Context: an optimization exercise on an open-source flow, tuned for small area, a short achievable clock period and few clock cycles per item. The choices shown serve that exercise and are no tape-out recipe.
Function was checked by simulation only, so behaviour that the tests miss may differ from the original.

==> inputs of run P <==
Design lidar_polar_to_cartesian_unit, start of the top module:
module lidar_polar_to_cartesian_unit (
    input  logic        clk,
    input  logic        rst_n,
    input  logic        cfg_we,
    input  logic [1:0]  cfg_addr,
    input  logic [31:0] cfg_wdata,
    input  logic        s_axis_tvalid,
    output logic        s_axis_tready,
    input  logic [23:0] s_axis_tdata,
    input  logic        s_axis_tuser,
    input  logic        s_axis_tlast,
    output logic        m_axis_tvalid,
    input  logic        m_axis_tready,
    output logic [55:0] m_axis_tdata,
    output logic        m_axis_tuser,
    output logic        m_axis_tlast
);
Settings: LEC_CHECK=0, CAP_MARGIN=20, CORE_MARGIN=2, CORE_UTILIZATION=40, SLEW_MARGIN=20; clock period 10.0 ns.
run.sh (not shown) runs the stock make flow with config.mk's settings and CLKGATE_MAP_FILE= SYNTH_SCRIPT=/design/flow/synth_recipe.tcl, a recipe that flattens the netlist after the stock synthesis.
==> run K (differences from run P) <==
--- a/flow/design.v
+++ b/flow/design.v
@@ -72,13 +72,14 @@
                 default: ;
             endcase
         end
     end
     logic adv;           
     logic acc;
-    assign s_axis_tready = adv;
+    logic rdy_q;         
+    assign s_axis_tready = rdy_q;
     assign acc = s_axis_tvalid && adv;
     logic [31:0] beam_angle;
     logic        at_start;
     logic [31:0] cur_angle, next_angle;
     assign cur_angle = at_start ? cfg_start : beam_angle;
     lp2c_add #(.N(32)) u_angle_add (.a(cur_angle), .b(cfg_step), .cin(1'b0), .s(next_angle));
@@ -92,21 +93,21 @@
         else if (acc)
         begin
             beam_angle <= next_angle;
             at_start   <= s_axis_tlast;
         end
     end
-    logic [23:1] vld;
-    logic [23:1] lst;
-    logic [23:2] pok;
+    logic [22:1] vld;
+    logic [22:1] lst;
+    logic [22:2] pok;
     always_ff @(posedge clk or negedge rst_n)
     begin
         if (!rst_n)
             vld <= '0;
         else if (adv)
-            vld <= {vld[22:1], s_axis_tvalid};
+            vld <= {vld[21:1], s_axis_tvalid};
     end
     logic [23:0] r1;
     logic        f1;
     logic [31:0] a1;
     always_ff @(posedge clk)
     begin
@@ -879,55 +880,48 @@
             sy3    <= sy2;
             z_1_3  <= z_1;
             pok[3] <= pok[2];
             lst[3] <= lst[2];
         end
     end
-    logic signed [40:0] x_1, y_1;
-    logic signed [29:0] z_1_4;
-    logic sb_1;    
-    logic [40:0] x1_n, y1_n;
-    lp2c_add #(.N(41)) u_negx (.a({1'b0, mag3} ^ {41{sx3}}), .b(41'd0), .cin(sx3), .s(x1_n));
-    lp2c_add #(.N(41)) u_negy (.a({1'b0, mag3} ^ {41{sy3}}), .b(41'd0), .cin(sy3), .s(y1_n));
-    always_ff @(posedge clk)
-    begin
-        if (adv)
-        begin
-            x_1    <= x1_n;
-            y_1    <= y1_n;
-            z_1_4  <= z_1_3;
-            sb_1   <= !z_1_3[29];
-            pok[4] <= pok[3];
-            lst[4] <= lst[3];
-        end
-    end
     logic signed [40:0] x_2, y_2;
     logic n_1;
     logic signed [40:0] dx_1, dy_1;
     logic [40:0] xs_1, ys_1;
-    assign n_1 = z_1_4[29];
-    assign dx_1 = y_1 >>> 1;
-    assign dy_1 = x_1 >>> 1;
-    lp2c_add #(.N(41)) u_x1 (.a(x_1), .b(dx_1 ^ {41{sb_1}}), .cin(sb_1), .s(xs_1));
-    lp2c_add #(.N(41)) u_y1 (.a(y_1), .b(dy_1 ^ {41{n_1}}), .cin(n_1), .s(ys_1));
+    assign n_1 = z_1_3[29];
+    logic [40:0] hx, hy, ux, uy, cx, cy;
+    logic        bx, by;
+    assign hx = {1'b0, mag3} ^ {41{sx3}};               
+    assign hy = {1'b0, mag3} ^ {41{sy3}};               
+    assign ux = {2'b0, mag3[39:1]} ^ {41{sy3 ^ !n_1}};    
+    assign bx = (sy3 & !mag3[0]) ^ !n_1;
+    assign uy = {2'b0, mag3[39:1]} ^ {41{sx3 ^ n_1}};     
+    assign by = (sx3 & !mag3[0]) ^ n_1;
+    logic [40:0] sx_cs, sy_cs;
+    assign sx_cs = hx ^ ux ^ {40'd0, bx};
+    assign cx    = {(hx[39:0] & ux[39:0]) | (hx[39:0] & {39'd0, bx}) | (ux[39:0] & {39'd0, bx}), 1'b0};
+    assign sy_cs = hy ^ uy ^ {40'd0, by};
+    assign cy    = {(hy[39:0] & uy[39:0]) | (hy[39:0] & {39'd0, by}) | (uy[39:0] & {39'd0, by}), 1'b0};
+    lp2c_add #(.N(41)) u_x1 (.a(sx_cs), .b(cx), .cin(sx3), .s(xs_1));
+    lp2c_add #(.N(41)) u_y1 (.a(sy_cs), .b(cy), .cin(sy3), .s(ys_1));
     logic signed [29:0] z_2;
     logic signed [29:0] zs_1, zp_1, zm_1;
     logic sb_2;
-    lp2c_add #(.N(30)) u_zp1 (.a(z_1_4), .b(~30'd316933406), .cin(1'b1), .s(zp_1));
-    lp2c_add #(.N(30)) u_zm1 (.a(z_1_4), .b(30'd316933406), .cin(1'b0), .s(zm_1));
+    lp2c_add #(.N(30)) u_zp1 (.a(z_1_3), .b(~30'd316933406), .cin(1'b1), .s(zp_1));
+    lp2c_add #(.N(30)) u_zm1 (.a(z_1_3), .b(30'd316933406), .cin(1'b0), .s(zm_1));
     assign zs_1 = n_1 ? zm_1 : zp_1;
     always_ff @(posedge clk)
     begin
         if (adv)
         begin
             x_2 <= xs_1;
             y_2 <= ys_1;
             z_2 <= zs_1[29:0];
             sb_2 <= !zs_1[29];
-            pok[5] <= pok[4];
-            lst[5] <= lst[4];
+            pok[4] <= pok[3];
+            lst[4] <= lst[3];
         end
     end
     logic signed [40:0] x_3, y_3;
     logic n_2;
     logic signed [40:0] dx_2, dy_2;
     logic [40:0] xs_2, ys_2;
@@ -947,14 +941,14 @@
         if (adv)
         begin
             x_3 <= xs_2;
             y_3 <= ys_2;
             z_3 <= zs_2[28:0];
             sb_3 <= !zs_2[28];
-            pok[6] <= pok[5];
-            lst[6] <= lst[5];
+            pok[5] <= pok[4];
+            lst[5] <= lst[4];
         end
     end
     logic signed [40:0] x_4, y_4;
     logic n_3;
     logic signed [40:0] dx_3, dy_3;
     logic [40:0] xs_3, ys_3;
@@ -974,14 +968,14 @@
         if (adv)
         begin
             x_4 <= xs_3;
             y_4 <= ys_3;
             z_4 <= zs_3[27:0];
             sb_4 <= !zs_3[27];
-            pok[7] <= pok[6];
-            lst[7] <= lst[6];
+            pok[6] <= pok[5];
+            lst[6] <= lst[5];
         end
     end
     logic signed [40:0] x_5, y_5;
     logic n_4;
     logic signed [40:0] dx_4, dy_4;
     logic [40:0] xs_4, ys_4;
@@ -1001,14 +995,14 @@
         if (adv)
         begin
             x_5 <= xs_4;
             y_5 <= ys_4;
             z_5 <= zs_4[26:0];
             sb_5 <= !zs_4[26];
-            pok[8] <= pok[7];
-            lst[8] <= lst[7];
+            pok[7] <= pok[6];
+            lst[7] <= lst[6];
         end
     end
     logic signed [40:0] x_6, y_6;
     logic n_5;
     logic signed [40:0] dx_5, dy_5;
     logic [40:0] xs_5, ys_5;
@@ -1028,14 +1022,14 @@
         if (adv)
         begin
             x_6 <= xs_5;
             y_6 <= ys_5;
             z_6 <= zs_5[25:0];
             sb_6 <= !zs_5[25];
-            pok[9] <= pok[8];
-            lst[9] <= lst[8];
+            pok[8] <= pok[7];
+            lst[8] <= lst[7];
         end
     end
     logic signed [40:0] x_7, y_7;
     logic n_6;
     logic signed [40:0] dx_6, dy_6;
     logic [40:0] xs_6, ys_6;
@@ -1055,14 +1049,14 @@
         if (adv)
         begin
             x_7 <= xs_6;
             y_7 <= ys_6;
             z_7 <= zs_6[24:0];
             sb_7 <= !zs_6[24];
-            pok[10] <= pok[9];
-            lst[10] <= lst[9];
+            pok[9] <= pok[8];
+            lst[9] <= lst[8];
         end
     end
     logic signed [40:0] x_8, y_8;
     logic n_7;
     logic signed [40:0] dx_7, dy_7;
     logic [40:0] xs_7, ys_7;
@@ -1082,14 +1076,14 @@
         if (adv)
         begin
             x_8 <= xs_7;
             y_8 <= ys_7;
             z_8 <= zs_7[23:0];
             sb_8 <= !zs_7[23];
-            pok[11] <= pok[10];
-            lst[11] <= lst[10];
+            pok[10] <= pok[9];
+            lst[10] <= lst[9];
         end
     end
     logic signed [40:0] x_9, y_9;
     logic n_8;
     logic signed [40:0] dx_8, dy_8;
     logic [40:0] xs_8, ys_8;
@@ -1109,14 +1103,14 @@
         if (adv)
         begin
             x_9 <= xs_8;
             y_9 <= ys_8;
             z_9 <= zs_8[22:0];
             sb_9 <= !zs_8[22];
-            pok[12] <= pok[11];
-            lst[12] <= lst[11];
+            pok[11] <= pok[10];
+            lst[11] <= lst[10];
         end
     end
     logic signed [40:0] x_10, y_10;
     logic n_9;
     logic signed [40:0] dx_9, dy_9;
     logic [40:0] xs_9, ys_9;
@@ -1136,14 +1130,14 @@
         if (adv)
         begin
             x_10 <= xs_9;
             y_10 <= ys_9;
             z_10 <= zs_9[21:0];
             sb_10 <= !zs_9[21];
-            pok[13] <= pok[12];
-            lst[13] <= lst[12];
+            pok[12] <= pok[11];
+            lst[12] <= lst[11];
         end
     end
     logic signed [40:0] x_11, y_11;
     logic n_10;
     logic signed [40:0] dx_10, dy_10;
     logic [40:0] xs_10, ys_10;
@@ -1163,14 +1157,14 @@
         if (adv)
         begin
             x_11 <= xs_10;
             y_11 <= ys_10;
             z_11 <= zs_10[20:0];
             sb_11 <= !zs_10[20];
-            pok[14] <= pok[13];
-            lst[14] <= lst[13];
+            pok[13] <= pok[12];
+            lst[13] <= lst[12];
         end
     end
     logic signed [40:0] x_12, y_12;
     logic n_11;
     logic signed [40:0] dx_11, dy_11;
     logic [40:0] xs_11, ys_11;
@@ -1190,14 +1184,14 @@
         if (adv)
         begin
             x_12 <= xs_11;
             y_12 <= ys_11;
             z_12 <= zs_11[19:0];
             sb_12 <= !zs_11[19];
-            pok[15] <= pok[14];
-            lst[15] <= lst[14];
+            pok[14] <= pok[13];
+            lst[14] <= lst[13];
         end
     end
     logic signed [40:0] x_13, y_13;
     logic n_12;
     logic signed [40:0] dx_12, dy_12;
     logic [40:0] xs_12, ys_12;
@@ -1217,14 +1211,14 @@
         if (adv)
         begin
             x_13 <= xs_12;
             y_13 <= ys_12;
             z_13 <= zs_12[18:0];
             sb_13 <= !zs_12[18];
-            pok[16] <= pok[15];
-            lst[16] <= lst[15];
+            pok[15] <= pok[14];
+            lst[15] <= lst[14];
         end
     end
     logic signed [40:0] x_14, y_14;
     logic n_13;
     logic signed [40:0] dx_13, dy_13;
     logic [40:0] xs_13, ys_13;
@@ -1244,14 +1238,14 @@
         if (adv)
         begin
             x_14 <= xs_13;
             y_14 <= ys_13;
             z_14 <= zs_13[17:0];
             sb_14 <= !zs_13[17];
-            pok[17] <= pok[16];
-            lst[17] <= lst[16];
+            pok[16] <= pok[15];
+            lst[16] <= lst[15];
         end
     end
     logic signed [40:0] x_15, y_15;
     logic n_14;
     logic signed [40:0] dx_14, dy_14;
     logic [40:0] xs_14, ys_14;
@@ -1271,14 +1265,14 @@
         if (adv)
         begin
             x_15 <= xs_14;
             y_15 <= ys_14;
             z_15 <= zs_14[16:0];
             sb_15 <= !zs_14[16];
-            pok[18] <= pok[17];
-            lst[18] <= lst[17];
+            pok[17] <= pok[16];
+            lst[17] <= lst[16];
         end
     end
     logic signed [40:0] x_16, y_16;
     logic n_15;
     logic signed [40:0] dx_15, dy_15;
     logic [40:0] xs_15, ys_15;
@@ -1298,14 +1292,14 @@
         if (adv)
         begin
             x_16 <= xs_15;
             y_16 <= ys_15;
             z_16 <= zs_15[15:0];
             sb_16 <= !zs_15[15];
-            pok[19] <= pok[18];
-            lst[19] <= lst[18];
+            pok[18] <= pok[17];
+            lst[18] <= lst[17];
         end
     end
     logic signed [40:0] x_17, y_17;
     logic n_16;
     logic signed [40:0] dx_16, dy_16;
     logic [40:0] xs_16, ys_16;
@@ -1325,14 +1319,14 @@
         if (adv)
         begin
             x_17 <= xs_16;
             y_17 <= ys_16;
             z_17 <= zs_16[14:0];
             sb_17 <= !zs_16[14];
-            pok[20] <= pok[19];
-            lst[20] <= lst[19];
+            pok[19] <= pok[18];
+            lst[19] <= lst[18];
         end
     end
     logic signed [40:0] x_18, y_18;
     logic n_17;
     logic signed [40:0] dx_17, dy_17;
     logic [40:0] xs_17, ys_17;
@@ -1352,14 +1346,14 @@
         if (adv)
         begin
             x_18 <= xs_17;
             y_18 <= ys_17;
             z_18 <= zs_17[13:0];
             sb_18 <= !zs_17[13];
-            pok[21] <= pok[20];
-            lst[21] <= lst[20];
+            pok[20] <= pok[19];
+            lst[20] <= lst[19];
         end
     end
     logic signed [40:0] x_19, y_19;
     logic n_18;
     logic signed [40:0] dx_18, dy_18;
     logic [40:0] xs_18, ys_18;
@@ -1379,14 +1373,14 @@
         if (adv)
         begin
             x_19 <= xs_18;
             y_19 <= ys_18;
             z_19 <= zs_18[12:0];
             sb_19 <= !zs_18[12];
-            pok[22] <= pok[21];
-            lst[22] <= lst[21];
+            pok[21] <= pok[20];
+            lst[21] <= lst[20];
         end
     end
     logic signed [40:0] x_20, y_20;
     logic n_19;
     logic signed [40:0] dx_19, dy_19;
     logic [40:0] xs_19, ys_19;
@@ -1398,40 +1392,43 @@
     always_ff @(posedge clk)
     begin
         if (adv)
         begin
             x_20 <= xs_19;
             y_20 <= ys_19;
-            pok[23] <= pok[22];
-            lst[23] <= lst[22];
+            pok[22] <= pok[21];
+            lst[22] <= lst[21];
         end
     end
     logic [24:0] rx, ry;
     logic [51:0] pt;     
     lp2c_add #(.N(25)) u_rx (.a(x_20[40:16]), .b(25'd0), .cin(x_20[15]), .s(rx));
     lp2c_add #(.N(25)) u_ry (.a(y_20[40:16]), .b(25'd0), .cin(y_20[15]), .s(ry));
-    assign pt = {pok[23], lst[23], pok[23] ? ry : 25'd0, pok[23] ? rx : 25'd0};
+    assign pt = {pok[22], lst[22], pok[22] ? ry : 25'd0, pok[22] ? rx : 25'd0};
     logic        m_vld, k_vld;
     logic [51:0] m_pt, k_pt;
     logic        push, pop;
-    assign push = adv && vld[23];
+    assign push = adv && vld[22];
     assign pop  = m_vld && m_axis_tready;
+    logic k_vld_n;
+    assign k_vld_n = (pop || !m_vld) ? (k_vld && push) : (k_vld || push);
     always_ff @(posedge clk or negedge rst_n)
     begin
         if (!rst_n)
         begin
             m_vld <= 1'b0;
             k_vld <= 1'b0;
+            rdy_q <= 1'b1;
         end
-        else if (pop || !m_vld)
+        else
         begin
-            m_vld <= k_vld || push;
-            k_vld <= k_vld && push;
+            if (pop || !m_vld)
+                m_vld <= k_vld || push;
+            k_vld <= k_vld_n;
+            rdy_q <= !k_vld_n;
         end
-        else
-            k_vld <= k_vld || push;
     end
     assign adv = !k_vld;
     always_ff @(posedge clk)
     begin
         if (pop || !m_vld)
             m_pt <= k_vld ? k_pt : pt;
==> flow/flow/run.sh (new file) <==
#!/bin/bash
# Own layout flow: the standard layout (standard.sh, unchanged synthesis and
# steps), with repair_timing asked to leave SETUP_SLACK_MARGIN ns of setup slack
# at the design's clock period, so that paths are sized for the period the
# design can reach rather than for the 10 ns constraint. The SDC, the clock
# period and every other setting stay the standard flow's.
set -euo pipefail
export SETUP_SLACK_MARGIN="${LP2C_SETUP_MARGIN:-6.2}"
bash standard.sh finish > standard_flow.log 2>&1
==> flow/standard.sh (new file) <==
#!/bin/bash
# synth_recipe.tcl (not shown) runs the flow's synth.tcl, then flattens the netlist and writes it again
# the make line also repeats each setting of config.mk as NAME=value (left out here)
make -C /OpenROAD-flow-scripts/flow DESIGN_CONFIG=/design/flow/config.mk WORK_HOME=/design/flow/orfs CLKGATE_MAP_FILE= SYNTH_SCRIPT=/design/flow/synth_recipe.tcl "${@:-finish}"
--- a/flow/config.mk
+++ b/flow/config.mk
@@ -4,8 +4,11 @@
 export VERILOG_FILES = /design/flow/design.v
 export SDC_FILE = /design/flow/constraint.sdc
 export NUM_CORES = 4
 export LEC_CHECK = 0
 export CAP_MARGIN = 20
 export CORE_MARGIN = 2
-export CORE_UTILIZATION = 40
+export CORE_UTILIZATION = 55
+export CTS_CLUSTER_DIAMETER = 80
+export CTS_CLUSTER_SIZE = 30
+export PLACE_DENSITY = 0.7
 export SLEW_MARGIN = 20
removed: flow/run.sh
==> comparison table <==
|  | run P | run K |
|---|---|---|
| Outcome | timing/DRC/antenna clean | timing/DRC/antenna clean |
| CP Launch Point | z_16[15]$_DFFE_PN_ | sx3$_DFFE_PN_ |
| Post-synthesis share of cell area spent on full adders, half adders and majority gates | 17.68% | 18.66% |
| Instance count after placement with tap cells included | 20757 | 18700 |
| Total clock buffers created by CTS | 303 | 150 |
| Area used by multi-input combinational logic | 0.09111 mm2 | 0.09537 mm2 |
| Wire length of the first global-routing pass | 610200 um | 590700 um |
| Area fraction of the dominant cell type after synthesis | 42.13% | 41.22% |
| DRC marker count from the first detailed-route iteration | 6324 | 7713 |
| Fin nets | 17602 | 17842 |
| Post-route met1 wirelength | 174500 um | 168200 um |
Testbench counts of run P, summed over its fixed seeds: cycles 8,384, items 8,192.
Testbench counts of run K, summed over its fixed seeds: cycles 8,376, items 8,192.

[what the ideal ports hide]
Ports are ideal in the flow. The routed layouts listed here were re-timed in OpenROAD.
Step 1 assumes that a clkbuf_16 drives the clock port and a buf_2 every other input.
Step 2 moves the port delays by t, midway between the first and last clock arrival at a register: inputs arrive t later, outputs are due t later. That takes back most of the time a late clock gives input paths.
Three values: ideal, step 1, step 2; two values: the first two.
run	t (ns)	slack for setup (ns)	worst slew at a driven data input, ns
run P	1.018	4.286 / 4.286 / 4.286	0.07
run K	0.961	5.072 / 5.072 / 5.072	0.09
After both steps setup and hold are still met in every run listed.
